Context: an optimization exercise on an open-source flow, tuned for small area and few clock cycles. The choices shown serve that exercise and are no tape-out recipe. Power is estimated from default activity; no workload was simulated.

Setup of run K:
Design byte_stream_tokenizer, start of the top module:
module byte_stream_tokenizer (
  input  logic         clk_i,
  input  logic         rst_ni,
  input  logic         s_axis_tvalid,
  output logic         s_axis_tready,
  input  logic [7:0]   s_axis_tdata,
  output logic         m_axis_tvalid,
  input  logic         m_axis_tready,
  output logic [127:0] m_axis_tdata,
  output logic [4:0]   m_axis_tuser,
  output logic         m_axis_tlast
);
  localparam logic [2:0] M_IDLE = 3'd0, M_WORD = 3'd1, M_NUM = 3'd2, M_STR = 3'd3,
                         M_OP = 3'd4, M_HALT = 3'd5;
  logic [2:0]  mode_q, mode_d;
  logic        rep_q;                    
  logic [7:0]  pb_q;                     
  logic [9:0]  kwm_q;                    
  logic [23:0] so_q;                     
  logic [23:0] wl_q;                     
  logic [6:0]  vh_q;                     
  logic        sat_q, ddone_q;
  logic [19:0] sl_q, cl_q;
  logic [15:0] sc_q, cc_q;
  logic [23:0] co_q;
  logic [7:0]  c;
  logic        ev, fire;
  logic        is_space, is_digit, is_alpha, is_wordch, is_single, is_opch, is_q, is_z, is_nl;
  logic        is_eq, pb_bang, b_class;
  logic        m_idle, m_word, m_num, m_str, m_op, m_halt;
  logic        word_end, num_end, str_z, str_q, str_cont, op_eq, op_bang, op_single;
  logic        tok_a, tok_b, run_idle, split, start, cons, clr, halt_set, num_acc;
  assign ev   = rep_q || s_axis_tvalid;
  assign c    = rep_q ? pb_q : s_axis_tdata;
  assign fire = ev && m_axis_tready;
  assign s_axis_tready = m_axis_tready && !rep_q;
  assign is_space  = (c == " ") || (c >= 8'd9 && c <= 8'd13);
  assign is_nl     = (c == 8'd10);
  assign is_digit  = (c >= "0") && (c <= "9");
  assign is_alpha  = (c >= "a" && c <= "z") || (c >= "A" && c <= "Z");
  assign is_wordch = is_alpha || is_digit || (c == "_");
  assign is_single = (c == "(") || (c == ")") || (c == ":");
  assign is_opch   = (c == "=") || (c == "!") || (c == "<") || (c == ">") ||
  ...
Size in the first run: about 1,100 cells after synthesis, ~180 flip-flops, about 150 I/O pins.
==> flow/config.mk <==
export PLATFORM = sky130hd
export DESIGN_NAME = byte_stream_tokenizer
export DESIGN_NICKNAME = byte_stream_tokenizer
export VERILOG_FILES = /design/flow/design.v
export SDC_FILE = /design/flow/constraint.sdc
export NUM_CORES = 4
export LEC_CHECK = 0
export CAP_MARGIN = 20
export CORE_MARGIN = 2
export CORE_UTILIZATION = 40
export SLEW_MARGIN = 20
==> flow/constraint.sdc <==
create_clock -name core_clock -period 6.0 [get_ports {clk_i}]
set_input_delay 1.2000 -clock core_clock [delete_from_list [all_inputs] [get_ports {clk_i}]]
set_output_delay 1.2000 -clock core_clock [all_outputs]
set_load 0.01 [all_outputs]
standard.sh (not shown) runs the stock make flow with config.mk's settings and CLKGATE_MAP_FILE= SYNTH_SCRIPT=/design/flow/synth_recipe.tcl, a recipe that flattens the netlist after the stock synthesis.
==> flow/flow/run.sh <==
#!/bin/bash
# Layout flow: the standard flow, with the port buffers made from the
# smallest buffer cell.
set -e
export BUFFER_PORTS_ARGS="-buffer_cell sky130_fd_sc_hd__buf_1"
bash standard.sh > standard.log 2>&1
The flow completed for run K, but it is not clean: the layout still shows setup timing.
Inputs modified between run K and run A:
--- a/flow/design.v
+++ b/flow/design.v
@@ -146,63 +146,68 @@
   assign cl_sat  = &cl_q;
   assign co_sat  = &co_q;
   assign wl_sat  = &wl_q;
   assign cc_ci   = fire && cons && !is_nl && !cc_sat;
   assign cl_ci   = fire && cons && is_nl && !cl_sat;
   assign co_ci   = fire && cons && !co_sat;
   assign cc_zero = fire && (clr || (cons && is_nl));
   logic [16:0] cc_cy;
   logic [20:0] cl_cy;
   logic [24:0] co_cy, wl_cy;
   logic [23:0] wl_inc;
   always_comb begin
-    cc_cy[0] = cc_ci; cl_cy[0] = cl_ci; co_cy[0] = co_ci; wl_cy[0] = 1'b1;
     for (int i = 0; i < 16; i++) begin
-      cc_cy[i+1] = cc_cy[i] & cc_q[i];
+      cc_cy[i] = (i % 8 == 0) ? (cc_ci & ((i == 0) ? 1'b1 : &cc_q[7:0])) : cc_cy[i-1] & cc_q[i-1];
       cc_n[i] = (cc_q[i] ^ cc_cy[i]) & !cc_zero;
     end
     for (int i = 0; i < 20; i++) begin
-      cl_cy[i+1] = cl_cy[i] & cl_q[i];
+      cl_cy[i] = (i == 0) ? cl_ci : (i == 8) ? (cl_ci & (&cl_q[7:0])) :
+                 (i == 16) ? (cl_ci & (&cl_q[15:0])) : cl_cy[i-1] & cl_q[i-1];
       cl_n[i] = (cl_q[i] ^ cl_cy[i]) & !(fire && clr);
     end
     for (int i = 0; i < 24; i++) begin
-      co_cy[i+1] = co_cy[i] & co_q[i];
+      co_cy[i] = (i == 0) ? co_ci : (i == 8) ? (co_ci & (&co_q[7:0])) :
+                 (i == 16) ? (co_ci & (&co_q[15:0])) : co_cy[i-1] & co_q[i-1];
       co_n[i] = (co_q[i] ^ co_cy[i]) & !(fire && clr);
-      wl_cy[i+1] = wl_cy[i] & wl_q[i];
+      wl_cy[i] = (i == 0) ? 1'b1 : (i == 8) ? (&wl_q[7:0]) :
+                 (i == 16) ? (&wl_q[15:0]) : wl_cy[i-1] & wl_q[i-1];
       wl_inc[i] = wl_q[i] ^ wl_cy[i];
     end
   end
   logic [30:0] val, mx, my, msum;
   logic [31:0] mcy;
   logic        nsat, big, eqk;
   assign val = {vh_q, wl_q};
+  function automatic logic blk_start(input int i);
+    blk_start = (i == 5 || i == 11 || i == 17 || i == 23 || i == 28);
+  endfunction
   always_comb begin
     logic [30:0] p, s0;
     logic [31:0] c0, t;
     logic        cb, pb;
     mx = {val[27:0], (c[3] ? 3'd7 : c[2:0])};
     my = {val[29:0], c[3]};
     p = mx ^ my;
     mcy = '0;
     c0[0] = c[3] & c[0];
-    for (int i = 0; i < 9; i++) begin
+    for (int i = 0; i < 5; i++) begin
       msum[i] = p[i] ^ c0[i];
       c0[i+1] = (mx[i] & my[i]) | (c0[i] & p[i]);
     end
-    cb = c0[9];
+    cb = c0[5];
     t = '0;
     pb = 1'b1;
-    for (int i = 9; i < 31; i++) begin
-      if (i == 16 || i == 23) cb = c0[i] | (pb & cb);
-      if (i == 9 || i == 16 || i == 23) begin
+    for (int i = 5; i < 31; i++) begin
+      if (blk_start(i) && i != 5) cb = c0[i] | (pb & cb);
+      if (blk_start(i)) begin
         c0[i] = 1'b0; t[i] = cb; pb = 1'b1;
       end
       s0[i] = p[i] ^ c0[i];
       c0[i+1] = (mx[i] & my[i]) | (c0[i] & p[i]);
       t[i+1] = t[i] & p[i];
       msum[i] = s0[i] ^ t[i];
       pb = pb & p[i];
     end
   end
   localparam logic [30:0] K = 31'd214748364;
   always_comb begin
     big = 1'b0; eqk = 1'b1;
Findings:
Run A: flow completed, timing, DRC and antenna clean. Compared run A vs run K, and sequential cell fraction of total power is up in run A. Part of the total power dissipated in combinational logic (higher): run K. Run A has post-placement setup slack above what run K had. Filler cell count for run A: 5.6% up relative to run K. Count of clock buffers in the final design (lower): run A. Looking at final-stage net count, run A sits 144 lower than run K does. Of the two values seen for heaviest power group, registers was produced by run A and combinational cells by run K. Final period demand of the worst path on run A is down relative to run K. Cell count after synthesis down about 1.6% in run A wrt run K. Total length of routed met3 wires in run A is 200 um above run K. Per the comparison of run A with run K, largest driver fanout on the critical path saw an increase, fraction of met1 tracks used by global routing saw a decrease, die extent in x saw little to no change, mean post-synth cell area saw an increase, power density over cell area saw a decrease.
No functional check of the RTL was part of any run of this note.

[re-timing with driven ports]
No port has a modelled driver above. Below, the same layouts with a new extraction and two added sets of constraints.
Step 1 sets driving cells, clkbuf_16 on the clock port and buf_2 on the other inputs (assumed; they add their load-dependent delay and slew).
Step 2 also shifts input and output timing later by t, the mid clock arrival at the registers, as if the neighbouring blocks saw the same clock.
Slacks: ideal / step 1 / step 2; pairs: ideal / step 1.
run	shift t [ns]	setup slack, ns	worst setup path after step 2	pins driven straight from the clock port
run K	0.470	-0.776 / -0.797 / -1.247	input to register	1
run A	0.480	0.581 / 0.581 / 0.371	input to register	1
The setup slack of run K, which loses most, moves by -0.021 ns with the drivers and by -0.471 ns with both steps.
